Source: an optimization exercise on an open RTL-to-GDS flow (aim: small area, a short achievable clock period and few clock cycles). Production flows keep margins and buffers that such runs may drop. In this exercise RTL edits were held to simulation tests only and were not proved equivalent to the original. Power figures rest on the tool's default switching activity, not on a simulated workload.

## interval_set_insert_merge_unit
module interval_set_insert_merge_unit
#(
   parameter int NUM_RULES  = isim_pkg::DEF_NUM_RULES,
   parameter int MAX_RANGES = isim_pkg::DEF_MAX_RANGES
) (
   input  logic                   clock,
   input  logic                   reset,
   input  logic                   req_valid,
   output logic                   req_ready,
   input  logic [isim_pkg::IDX_IN_W-1:0]    req_rule_index,
   input  logic [isim_pkg::BAR_BITS-1:0]    req_start_bar,
   input  logic [isim_pkg::BAR_BITS-1:0]    req_end_bar,
   input  logic [isim_pkg::WEIGHT_W-1:0]    req_rule_weight,
   input  logic [isim_pkg::HAND_W-1:0]      req_hand_kind,
   output logic                   rsp_valid,
   input  logic                   rsp_ready,
   output logic [isim_pkg::STATUS_W-1:0]    rsp_status,
   output logic [isim_pkg::COUNT_OUT_W-1:0] rsp_range_count,
   output logic [isim_pkg::BAR_BITS-1:0]    rsp_merged_start,
   output logic [isim_pkg::BAR_BITS-1:0]    rsp_merged_end
);
Settings: LEC_CHECK=0, CAP_MARGIN=20, CORE_MARGIN=2, CORE_UTILIZATION=30, CTS_CLUSTER_DIAMETER=80, CTS_CLUSTER_SIZE=30, PLACE_DENSITY=0.45, SLEW_MARGIN=20, SYNTH_MEMORY_MAX_BITS=16384; clock period 12.0 ns.
standard.sh (not shown) runs the stock make flow with config.mk's settings and CLKGATE_MAP_FILE= SYNTH_SCRIPT=/design/flow/synth_recipe.tcl, a recipe that flattens the netlist after the stock synthesis.
==> flow/flow/run.sh <==
#!/bin/bash
# The standard layout, with timing repair aiming below the clock period:
# the repair steps treat any setup slack under SETUP_SLACK_MARGIN as a
# violation. The SDC (clock period, I/O delays) is left as it is.
set -euo pipefail
export SETUP_SLACK_MARGIN=7.8
bash standard.sh > standard.log 2>&1
Testbench counts at the start, summed over its fixed seeds: cycles 9,632.
==> next run, changes <==
--- a/flow/design.v
+++ b/flow/design.v
@@ -49,30 +49,36 @@
    output logic [isim_pkg::STATUS_W-1:0]    rsp_status,
    output logic [isim_pkg::COUNT_OUT_W-1:0] rsp_range_count,
    output logic [isim_pkg::BAR_BITS-1:0]    rsp_merged_start,
    output logic [isim_pkg::BAR_BITS-1:0]    rsp_merged_end
 );
    localparam int NR = 16;
    localparam int MR = 16;
    localparam int BW = isim_pkg::BAR_BITS;
    localparam int WW = isim_pkg::WEIGHT_W;
    localparam int HW = isim_pkg::HAND_W;
    localparam int RSP_W = 3 + 5 + 2 * BW;
-   localparam int QD = 4;               
+   localparam int QD = 5;               
    localparam int CAP = QD + 1;         
    logic [NR-1:0]                  created_q;
    logic [NR-1:0][WW-1:0]          w_q;
    logic [NR-1:0][HW-1:0]          h_q;
    logic [NR-1:0][MR-1:0]          v_q;
    logic [NR-1:0][MR-1:0][BW-1:0]  lo_q;
    logic [NR-1:0][MR-1:0][BW-1:0]  hi_q;
+   logic          a_v;
+   logic [3:0]    a_idx;
+   logic [NR-1:0] a_oh;
+   logic [BW-1:0] a_s, a_e;
+   logic [WW-1:0] a_w;
+   logic [HW-1:0] a_h;
    logic          b_v;
    logic [3:0]    b_idx;
    logic [BW-1:0] b_s, b_e;
    logic [WW-1:0] b_w;
    logic [HW-1:0] b_h;
    logic          b_order;
    logic          b_cr;
    logic          b_mism_t;             
    logic [MR-1:0] b_rv;
    logic [MR-1:0][BW-1:0] b_lo, b_hi;
    logic          b_same_c, b_same_d;
@@ -97,25 +103,33 @@
    assign req_ready = !occ[CAP-1];
    assign accept    = req_valid && !occ[CAP-1];
    always_ff @(posedge clock) begin
       if (reset) begin
          occ <= '0;
       end else if (accept && !pop) begin
          occ <= {occ[CAP-2:0], 1'b1};
       end else if (pop && !accept) begin
          occ <= {1'b0, occ[CAP-1:1]};
       end
    end
-   logic [NR-1:0] a_oh;
-   always_comb begin
-      for (int r = 0; r < NR; r++) a_oh[r] = (req_rule_index == 4'(r));
+   always_ff @(posedge clock) begin
+      if (reset) a_v <= 1'b0;
+      else       a_v <= accept;
+   end
+   always_ff @(posedge clock) begin
+      a_idx <= req_rule_index;
+      for (int r = 0; r < NR; r++) a_oh[r] <= (req_rule_index == 4'(r));
+      a_s   <= req_start_bar;
+      a_e   <= req_end_bar;
+      a_w   <= req_rule_weight;
+      a_h   <= req_hand_kind;
    end
    logic          t_cr;
    logic [WW-1:0] t_w;
    logic [HW-1:0] t_h;
    logic [MR-1:0] t_v;
    logic [MR-1:0][BW-1:0] t_lo, t_hi;
    always_comb begin
       t_cr = 1'b0;
       t_w  = '0;
       t_h  = '0;
       t_v  = '0;
@@ -124,38 +138,38 @@
       for (int r = 0; r < NR; r++) begin
          t_cr = t_cr | (a_oh[r] & created_q[r]);
          t_w  = t_w  | ({WW{a_oh[r]}} & w_q[r]);
          t_h  = t_h  | ({HW{a_oh[r]}} & h_q[r]);
          t_v  = t_v  | ({MR{a_oh[r]}} & v_q[r]);
          t_lo = t_lo | ({MR*BW{a_oh[r]}} & lo_q[r]);
          t_hi = t_hi | ({MR*BW{a_oh[r]}} & hi_q[r]);
       end
    end
    always_ff @(posedge clock) begin
       if (reset) b_v <= 1'b0;
-      else       b_v <= accept;
+      else       b_v <= a_v;
    end
    always_ff @(posedge clock) begin
-      b_idx    <= req_rule_index;
-      b_s      <= req_start_bar;
-      b_e      <= req_end_bar;
-      b_w      <= req_rule_weight;
-      b_h      <= req_hand_kind;
-      b_order  <= req_start_bar > req_end_bar;
+      b_idx    <= a_idx;
+      b_s      <= a_s;
+      b_e      <= a_e;
+      b_w      <= a_w;
+      b_h      <= a_h;
+      b_order  <= a_s > a_e;
       b_cr     <= t_cr;
-      b_mism_t <= (t_w != req_rule_weight) || (t_h != req_hand_kind);
+      b_mism_t <= (t_w != a_w) || (t_h != a_h);
       b_rv     <= t_v;
       b_lo     <= t_lo;
       b_hi     <= t_hi;
-      b_same_c <= b_v && (b_idx == req_rule_index);
-      b_same_d <= c_v && (c_idx == req_rule_index);
+      b_same_c <= b_v && (b_idx == a_idx);
+      b_same_d <= c_v && (c_idx == a_idx);
    end
    logic [MR-1:0] c_tgt;
    logic          c_full, c_wr;
    assign c_tgt  = c_any ? c_fa : c_ff;
    assign c_full = !c_any && !(|c_ff);
    assign c_wr   = c_v && !c_order && !(c_cr && c_mism);
    logic          fc, fd;
    assign fc = c_wr && b_same_c;
    assign fd = d_wr && b_same_d;
    logic          e_cr, e_mism, virt;
    logic [MR-1:0] e_vv, use_d;
The new run passed the timing, design-rule and antenna checks.
Critical path depth is higher by 3.
Synthesized area increases by 0.81%.
Combinational power barely changes.
Total power went up by about 2%.
Final area is about the same.
Hold slack gets better by 0.042 ns.
Die area rose by 0.81%.
Global-route usage fell by 0.51 points.
Worst setup slack gains 0.062 ns.
Testbench counts after the change, summed over its fixed seeds: cycles 9,640.

[what the ideal ports hide]
In the flow no input, the clock included, has a driving cell. The finished layouts below were timed again as built, in two steps. Step 1, drivers: a clkbuf_16 drives clock and a buf_2 each remaining input, both assumed. Step 2, shift: input delay + t, output delay - t, t = (earliest + latest rising clock arrival at the registers) / 2. This alone moves slack from input paths to output paths. Three values: ideal, step 1, step 2; two values: the first two.
run	t (ns)	setup slack, ns	worst data-port slew with drivers (ns)	pins driven straight from the clock port
the first run	1.200	7.647 / 7.648 / 6.577	0.05	1
the second run	1.261	7.709 / 7.633 / 6.887	0.10	1
After both steps every run listed still meets setup and hold. The setup slack of the first run, which loses most, moves by +0.001 ns with the drivers and by -1.070 ns with both steps.
